What follows belongs to an exercise in optimizing a design on an open flow for small area; a production flow would make more cautious choices. In this exercise RTL edits were held to simulation tests only and were not proved equivalent to the original. No activity file was given, so power comes from the tool's default toggle rates.

==> design/flow/design.v <==
package cpu_reg_pkg;
    localparam int unsigned OFF_CTRL     = 0;
    localparam int unsigned OFF_FRAMELEN = 1;
    localparam int unsigned OFF_BLANKLEN = 2;
    localparam int unsigned OFF_TOTALNUM = 3;
    localparam int unsigned OFF_CUTNUM   = 4;
    localparam int unsigned OFF_COMMIT   = 5;
    localparam int unsigned CTRL_EN      = 0;
    localparam int unsigned CTRL_START   = 1;
    localparam int unsigned CTRL_STOP    = 2;
    localparam int unsigned CTRL_CLRFIFO = 3;
    localparam int unsigned STATUS_ADDR  = 0;
    localparam logic [2:0]  RS_STATUS    = 3'd6;
    localparam logic [2:0]  RS_ZERO      = 3'd7;
endpackage
import cpu_reg_pkg::*;
module cmd_pulse_gen (
    input  logic clk,
    input  logic pRST,
    input  logic fire,
    output logic pulse,
    output logic pulse_prev
);
    logic [1:0] cnt;
    always_ff @(posedge clk or posedge pRST) begin
        if (pRST) pulse <= 1'b0;
        else      pulse <= fire | (pulse & ~(cnt == 2'd3));
    end
    always_ff @(posedge clk) begin
        if (fire)       cnt <= 2'd0;
        else if (pulse) cnt <= cnt + 2'd1;
        else            cnt <= 2'd3;
    end
    assign pulse_prev = pulse | (cnt == 2'd0);
endmodule
import cpu_reg_pkg::*;
module cpu_reg_bank
#(
    parameter int unsigned NUM_CH    = 4,
    parameter int unsigned DATA_W    = 32,
    parameter int unsigned ADDR_W    = 9,
    parameter int unsigned CH_BASE   = 20,
    parameter int unsigned CH_STRIDE = 16,
    parameter int unsigned PULSE_LEN = 4
) (
    input  logic                   clk,
    input  logic                   pRST,
    input  logic                   cpu_wr_n,
    input  logic                   cpu_rd_n,
    input  logic [ADDR_W-1:0]      cpu_addr,
    input  logic [DATA_W/8-1:0]    cpu_be,
    input  logic [DATA_W-1:0]      cpu_wdata,
    output logic [DATA_W-1:0]      cpu_rdata,
    output logic                   cpu_rvalid,
    output logic [NUM_CH-1:0]      ch_enable,
    output logic [NUM_CH-1:0]      ch_start,
    output logic [NUM_CH-1:0]      ch_stop,
    output logic [NUM_CH-1:0]      ch_clrfifo,
    output logic [16*NUM_CH-1:0]   ch_framelen,
    output logic [16*NUM_CH-1:0]   ch_blanklen,
    output logic [32*NUM_CH-1:0]   ch_totalnum,
    output logic [32*NUM_CH-1:0]   ch_cutnum,
    output logic [NUM_CH-1:0]      ch_commit,
    output logic                   error
);
    logic          wr_n_q, rd_n_q;
    logic          wr_fire, rd_fire;
    logic          rd_pend;
    logic [8:0]    bad_addr;
    logic [8:0]    rel;
    logic          a_hit, a_status;
    logic [1:0]    a_ch;
    logic [3:0]    a_off;
    assign rel      = cpu_addr - 9'd20;
    assign a_ch     = rel[5:4];
    assign a_off    = rel[3:0];
    assign a_hit    = (cpu_addr >= 9'd20) && (rel < 9'd64) && (a_off <= 4'd5);
    assign a_status = (cpu_addr == 9'd0);
    assign wr_fire  = wr_n_q & ~cpu_wr_n;
    assign rd_fire  = rd_n_q & ~cpu_rd_n;
    logic          w_bad, w_clr_err;
    logic [3:0]    w_ch1h;
    logic [3:0]    we_ctrl, we_frame, we_blank, we_total, we_cut, we_commit;
    logic [3:0]    fire_start, fire_stop, fire_clr, commit_c;
    assign w_bad     = wr_fire & ~a_hit & ~a_status;
    assign w_clr_err = wr_fire & a_status & cpu_wdata[0];
    always_comb begin
        for (int c = 0; c < 4; c++) begin
            w_ch1h[c]    = wr_fire & a_hit & (a_ch == 2'(c));
            we_ctrl[c]   = w_ch1h[c] & (a_off[2:0] == 3'd0);
            we_frame[c]  = w_ch1h[c] & (a_off[2:0] == 3'd1);
            we_blank[c]  = w_ch1h[c] & (a_off[2:0] == 3'd2);
            we_total[c]  = w_ch1h[c] & (a_off[2:0] == 3'd3);
            we_cut[c]    = w_ch1h[c] & (a_off[2:0] == 3'd4);
            we_commit[c] = w_ch1h[c] & (a_off[2:0] == 3'd5);
            fire_start[c] = we_ctrl[c] & cpu_wdata[CTRL_START] & ~cpu_wdata[CTRL_STOP];
            fire_stop[c]  = we_ctrl[c] & cpu_wdata[CTRL_STOP];
            fire_clr[c]   = we_ctrl[c] & cpu_wdata[CTRL_CLRFIFO];
            commit_c[c]   = we_commit[c] & cpu_wdata[0];
        end
    end
    logic [15:0] sh_frame [4];
    logic [15:0] sh_blank [4];
    logic [31:0] sh_total [4];
    logic [31:0] sh_cut   [4];
    always_ff @(posedge clk or posedge pRST) begin
        if (pRST) begin
            for (int c = 0; c < 4; c++) begin
                sh_frame[c] <= '0;
                sh_blank[c] <= '0;
                sh_total[c] <= '0;
                sh_cut[c]   <= '0;
            end
        end else begin
            for (int c = 0; c < 4; c++) begin
                for (int b = 0; b < 2; b++) begin
                    if (we_frame[c] & cpu_be[b]) sh_frame[c][8*b +: 8] <= cpu_wdata[8*b +: 8];
                    if (we_blank[c] & cpu_be[b]) sh_blank[c][8*b +: 8] <= cpu_wdata[8*b +: 8];
                end
                for (int b = 0; b < 4; b++) begin
                    if (we_total[c] & cpu_be[b]) sh_total[c][8*b +: 8] <= cpu_wdata[8*b +: 8];
                    if (we_cut[c] & cpu_be[b])   sh_cut[c][8*b +: 8]   <= cpu_wdata[8*b +: 8];
                end
            end
        end
    end
    always_ff @(posedge clk or posedge pRST) begin
        if (pRST) begin
            wr_n_q      <= 1'b0;
            rd_n_q      <= 1'b0;
            rd_pend     <= 1'b0;
            cpu_rvalid  <= 1'b0;
            error       <= 1'b0;
            bad_addr    <= '0;
            ch_enable   <= '0;
            ch_commit   <= '0;
            ch_framelen <= '0;
            ch_blanklen <= '0;
            ch_totalnum <= '0;
            ch_cutnum   <= '0;
        end else begin
            wr_n_q     <= cpu_wr_n;
            rd_n_q     <= cpu_rd_n;
            ch_commit  <= commit_c;
            rd_pend    <= rd_fire & wr_fire;
            cpu_rvalid <= (rd_fire & ~wr_fire) | rd_pend;
            if (w_bad) begin
                error    <= 1'b1;
                bad_addr <= cpu_addr;
            end else if (w_clr_err) begin
                error    <= 1'b0;
            end
            for (int c = 0; c < 4; c++) begin
                if (we_ctrl[c]) ch_enable[c] <= cpu_wdata[CTRL_EN];
                if (commit_c[c]) begin
                    ch_framelen[16*c +: 16] <= sh_frame[c];
                    ch_blanklen[16*c +: 16] <= sh_blank[c];
                    ch_totalnum[32*c +: 32] <= sh_total[c];
                    ch_cutnum[32*c +: 32]   <= sh_cut[c];
                end
            end
        end
    end
    logic [3:0] start_prev, stop_prev, clr_prev;
    for (genvar g = 0; g < 4; g++) begin : g_ch
        cmd_pulse_gen u_start (.clk(clk), .pRST(pRST), .fire(fire_start[g]),
                               .pulse(ch_start[g]),   .pulse_prev(start_prev[g]));
        cmd_pulse_gen u_stop  (.clk(clk), .pRST(pRST), .fire(fire_stop[g]),
                               .pulse(ch_stop[g]),    .pulse_prev(stop_prev[g]));
        cmd_pulse_gen u_clr   (.clk(clk), .pRST(pRST), .fire(fire_clr[g]),
                               .pulse(ch_clrfifo[g]), .pulse_prev(clr_prev[g]));
    end
    logic [2:0] rs_code;    
    logic [1:0] rs_ch;
    logic [2:0] a_code;
    assign a_code = a_status ? RS_STATUS :
                    (a_hit && a_off[2:0] != 3'd5) ? a_off[2:0] : RS_ZERO;
    always_ff @(posedge clk) begin
        if (rd_fire) begin
            rs_code <= a_code;
            rs_ch   <= a_ch;
        end
    end
    always_comb begin
        logic [3:0] chs;
        cpu_rdata = '0;
        for (int c = 0; c < 4; c++) begin
            chs[c] = cpu_rvalid & (rs_ch == 2'(c));
            if (chs[c] && rs_code == 3'd0)
                cpu_rdata[3:0] = cpu_rdata[3:0] |
                                 {clr_prev[c], stop_prev[c], start_prev[c], ch_enable[c]};
            if (chs[c] && rs_code == 3'd1) cpu_rdata[15:0] = cpu_rdata[15:0] | sh_frame[c];
            if (chs[c] && rs_code == 3'd2) cpu_rdata[15:0] = cpu_rdata[15:0] | sh_blank[c];
            if (chs[c] && rs_code == 3'd3) cpu_rdata = cpu_rdata | sh_total[c];
            if (chs[c] && rs_code == 3'd4) cpu_rdata = cpu_rdata | sh_cut[c];
        end
        if (cpu_rvalid && rs_code == RS_STATUS) cpu_rdata[9:0] = cpu_rdata[9:0] | {bad_addr, error};
    end
endmodule
==> design/flow/run.sh <==
#!/bin/bash
# synth_recipe.tcl (not shown) runs the flow's synth.tcl, then flattens the netlist and writes it again
# the make line also repeats each setting of config.mk as NAME=value (left out here)
make -C /OpenROAD-flow-scripts/flow DESIGN_CONFIG=/design/flow/config.mk WORK_HOME=/design/flow/orfs CLKGATE_MAP_FILE= SYNTH_SCRIPT=/design/flow/synth_recipe.tcl finish
==> design/flow/config.mk <==
export PLATFORM = sky130hd
export DESIGN_NAME = cpu_reg_bank
export DESIGN_NICKNAME = cpu_reg_bank
export VERILOG_FILES = /design/flow/design.v
export SDC_FILE = /design/flow/constraint.sdc
export NUM_CORES = 4
export LEC_CHECK = 0
export CAP_MARGIN = 20
export CORE_MARGIN = 2
export CORE_UTILIZATION = 40
export SLEW_MARGIN = 20
==> design/flow/constraint.sdc <==
create_clock -name core_clock -period 5.0 [get_ports {clk}]
set_input_delay 1.0000 -clock core_clock [delete_from_list [all_inputs] [get_ports {clk}]]
set_output_delay 1.0000 -clock core_clock [all_outputs]
set_load 0.01 [all_outputs]
==> results.txt <==
==> Yosys cell counts (18+ instances only) <==
cell type	number	area, µm²
sky130_fd_sc_hd__a21oi_1	30	150.1
sky130_fd_sc_hd__a22oi_1	153	1149
sky130_fd_sc_hd__buf_2	40	200.2
sky130_fd_sc_hd__clkbuf_1	66	247.7
sky130_fd_sc_hd__dfrtp_1	802	20070
sky130_fd_sc_hd__dfxtp_1	24	480.5
sky130_fd_sc_hd__ha_1	27	337.8
sky130_fd_sc_hd__inv_1	55	206.5
sky130_fd_sc_hd__mux2_1	34	382.9
sky130_fd_sc_hd__mux2_2	740	8333
sky130_fd_sc_hd__nand2_1	63	236.5
sky130_fd_sc_hd__nand3b_1	18	135.1
sky130_fd_sc_hd__nand4_1	24	150.1
sky130_fd_sc_hd__nor2_1	42	157.7
==> worst max-delay path by stage <==
| stage | cells past startpoint | slack, ns | endpoint | from |
|---|---|---|---|---|
| after floorplan | 1 | -7.01 | bad_addr[0] | pRST |
| after global placement | 9 | 0.51 | ch_cutnum[116] | cpu_addr[3] |
| after detailed placement | 9 | 0.42 | ch_cutnum[118] | cpu_addr[3] |
| after CTS | 7 | 0.23 | cpu_rdata[3] | rs_ch[0] |
| after global routing | 7 | 0.1 | cpu_rdata[7] | rs_ch[1] |
| final | 7 | 0.19 | cpu_rdata[7] | rs_ch[1] |
==> power by group through the flow <==
stage / combinational [mW] / sequential, mW / clock (mW)
after global routing: 0.465 / 6.83 / 6.94
after detailed placement: 0.428 / 6.95 / 0
after CTS: 0.428 / 6.82 / 6.63
after floorplan: 0.228 / 6.93 / 0
final: 0.422 / 6.83 / 6.52
after global placement: 0.418 / 6.95 / 0
==> final cells by class <==
class | instances | area, µm²
antenna | 5 | 12.51
timing repair buffer | 568 | 5643
clock buffer | 124 | 2561
tap | 1144 | 1431
clock inverter | 37 | 334.1
inverter | 56 | 214.0
multi-input combinational | 1347 | 12790
sequential | 831 | 20700
fill | 7254 | 41330
==> cells by family (layout without fill, tap and decap cells) <==
group                      count (synthesis)  after routing  synth area share
AOI/OAI and AO/OA                        261            261           0.05660
DFF                                      831            831            0.6042
muxes                                    783            783            0.2574
buffers and inverters                    194            785           0.02545
adders and majority gates                 27             27          0.009860
other                                      0              5                 0
and+or+nand+nor                          273            273           0.04521
xor gates and xnor gates                   3              3          0.001315
==> per-layer routing <==
layer / part of all wire / up-vias / global-route usage
met5: 0.0010 / - / 0
met4: 0.028 / 18 / 0.08278
met3: 0.059 / 169 / 0.04722
met2: 0.50 / 704 / 0.4349
met1: 0.41 / 12140 / 0.3429
li1: - / 9703 / -
==> sequential cells by signal (all words and copies together) (netlist names), 8 cells and up <==
name,flops
g_ch.u_clr.cnt,8
sh_blank,64
sh_cut,128
bad_addr,9
ch_cutnum,128
ch_framelen,64
g_ch.u_stop.cnt,8
ch_blanklen,64
g_ch.u_start.cnt,8
sh_total,128
ch_totalnum,128
sh_frame,64
==> results.txt <==
The flow ran to the end and the layout has no timing, DRC or antenna violations. Setup repair after global routing left no endpoint under its margin. The count of mapped cells out of synthesis came out at approximately 2400. For this design the top-level I/O count stands at around 490.

The initial detailed-routing violation count came out at roughly 1500. The setup-violating endpoint count in the final report came out at 0. At the placement stage, the worst setup path has a slack of 0.4228 ns. The share of total power dissipated in combinational logic is 0.031. The required time of the critical path is roughly 4.0 ns. In this run the tightest slew margin relative to its limit is 0.2888. The share of the clock period used by the worst path is 0.9618. The library cells used most frequently in the layout, excluding fill and tap cells, are 802 x sky130_fd_sc_hd__dfrtp_1, 740 x sky130_fd_sc_hd__mux2_2, 486 x sky130_fd_sc_hd__clkdlybuf4s50_1, 153 x sky130_fd_sc_hd__a22oi_1, 91 x sky130_fd_sc_hd__clkbuf_16.

During placement, the flow inserted port buffers numbering 486. The detailed-router iteration count before antenna repair came out at 5. The final net count came out at slightly below 3000. The number of placed cells counting well taps is about 3900.

The endpoint identified for the worst register-to-register timing path is sh_frame[0][7]. The total overflow left after global routing is 0. The first global-routing pass estimated 165900 µm of wire. The cell area that synthesis handed to floorplanning was around 34000 µm². The startpoint identified for the worst hold timing path is rd_pend. The insertion delay to the later sink of the worst-skew pair came out at 0.63 ns. The ratio of total power to cell area is between 300 and 400 nW/µm². The worst hold slack came out at around 0.45 ns. The library cell used most frequently in the layout, excluding fill and tap cells, is sky130_fd_sc_hd__dfrtp_1. The startpoint type of the worst setup path is a flop.

The end point of the most critical hold path is cpu_rvalid. The detail route stage leaves a number of antenna-violating nets equal to 0. The number of design rule violations left after detail routing came out at 0. Clock tree synthesis inserted a total of 88 buffers. The post-route core utilization is 0.5139. For this run, asynchronously set or reset flops after synthesis account for 0.9651. The area growth from synthesis to final layout came out at 27.51%.

The type of the tightest min-delay check is flop to flop. Clock-pin slew was measured on the worst setup and hold paths at 0.06 ns. No sink is reached through more buffers than the 3 on the longest clock path. The post-synthesis cell type count is 74. The internal power component is about 11 mW. In the post-route analysis, the smallest setup slack over all paths is about 0.19 ns. The fmax came out at between 200 and 250 MHz. The net count of the mapped netlist is ~2400.

The detailed-route wire length per cell is approximately 28 µm. The relative contribution of the clock network to total power is 0.474. The initial antenna violation count was 14. The worst setup path is captured at an output port. The top flip-flop cell by instance count after synthesis is sky130_fd_sc_hd__dfrtp_1.

The final total power is ~14 mW. The starting density of the core is 0.4030. The final wirelength came out at 115300 µm. The share of power burned in registers is 0.496. The startpoint identified for the worst register-to-register timing path is wr_n_q. The fraction of power spent switching nets came out at 0.2239. Detailed routing inserted a total of roughly 23000 vias.

Synthesis inferred approximately 830 register bits. The die covers just under 90000 µm². The startpoint-to-endpoint class of the critical path is flop to output port. After routing the design area is roughly 44000 µm².

The standard cell core area came out at ~85000 µm². The number of slew-limit violations in the final report is 0. The floorplan die width came out at ~300 µm. The final cell count without fillers came out at just over 4000. The buffer count from post-CTS setup fixing is 0. Yosys mapped a number of flops with a built-in enable equal to 5. The final hold violation count came to 0. The number of global-route vias before repair is between 20000 and 25000. Counting instances, the worst hold path has a depth of 1.

Of the synthesized area, sequential elements account for 0.6042. The slowest stage of the critical path belongs to the cell sky130_fd_sc_hd__edfxtp_1. The mean instance size in the synthesized netlist is around 14 µm².

The placed wire-length estimate is 80250 µm. CTS placed an instance of sky130_fd_sc_hd__clkbuf_16 at the clock tree root. IR analysis of the VDD net gives a maximum drop of ~240 µV. The kind of cell with the highest combined delay along the critical path is simple AND/OR/NAND/NOR gates.

The TritonCTS clock tree is built. The cell area after placement came out at 40780 µm². The die is 296.7 µm tall. The total of hold buffers inserted after clock tree synthesis came out at 0. At the worst endpoint, the arrival time is 3.81 ns. The critical-path maximum fanout is 13.

The tool flagged a number of max-cap violations equal to 0. The number of cells on the worst reg-to-reg path is 5. The global-route total usage across every layer is 0.2599. The critical path goes through nand2b_1 > nor2_1 > buf_4 > a22o_1 > a221oi_1 > nand4_1 > clkdlybuf4s50_1. The synthesis warning total is 6. The peak per-stage delay on the critical path came out at between 0.7 and 0.8 ns. The leakage power figure came out at roughly 21 nW. The pin count of the biggest net entering global routing came out at roughly 140. The worst clock skew on the final layout is 0.02198 ns. The reg-to-reg setup timing slack came out at 2.20 ns. The clock period minus worst slack came out at 4.809 ns. In this run, post-CTS repair resized a total of 0 instances. In the final layout, the share of cells above drive strength 1 is 0.3422. The final weighted congestion of routability-driven global placement is roughly 0.88. The net load switching power came out at 3.084 mW. The level count of the clock H-tree came out at 3.

The setup TNS came out at 0 ns. The buffers plus inverters on the worst setup path came out at 2. The floorplan has approximately 110 rows. The number of vias per cell after detailed routing came out at approximately 5.5.

The clock sink count came out at slightly above 800. The actual slew at the worst max-slew pin came out at between 1 and 1.5 ns.

-- re-timing with driven ports --
In the flow no input, the clock included, has a driving cell. The finished layout below was timed again as built, in two steps.
Step 1 assumes that a clkbuf_16 drives the clock port and a buf_2 every other input.
Step 2 times the ports against the registers' clock, not the clock port: input delays grow and output delays shrink by t, the midpoint of the rising clock arrivals with the driver on.
Three values: ideal, step 1, step 2; two values: the first two.
shift t [ns]: 0.679
slack for setup (ns): 0.191 / 0.131 / 0.323
latest minus earliest clock arrival (ns): 0.027 / 0.026
cell pins on the clock port's net: 1
After both steps setup and hold are still met in this run. The setup slack of this run moves by -0.060 ns with the drivers and by +0.132 ns with both steps.
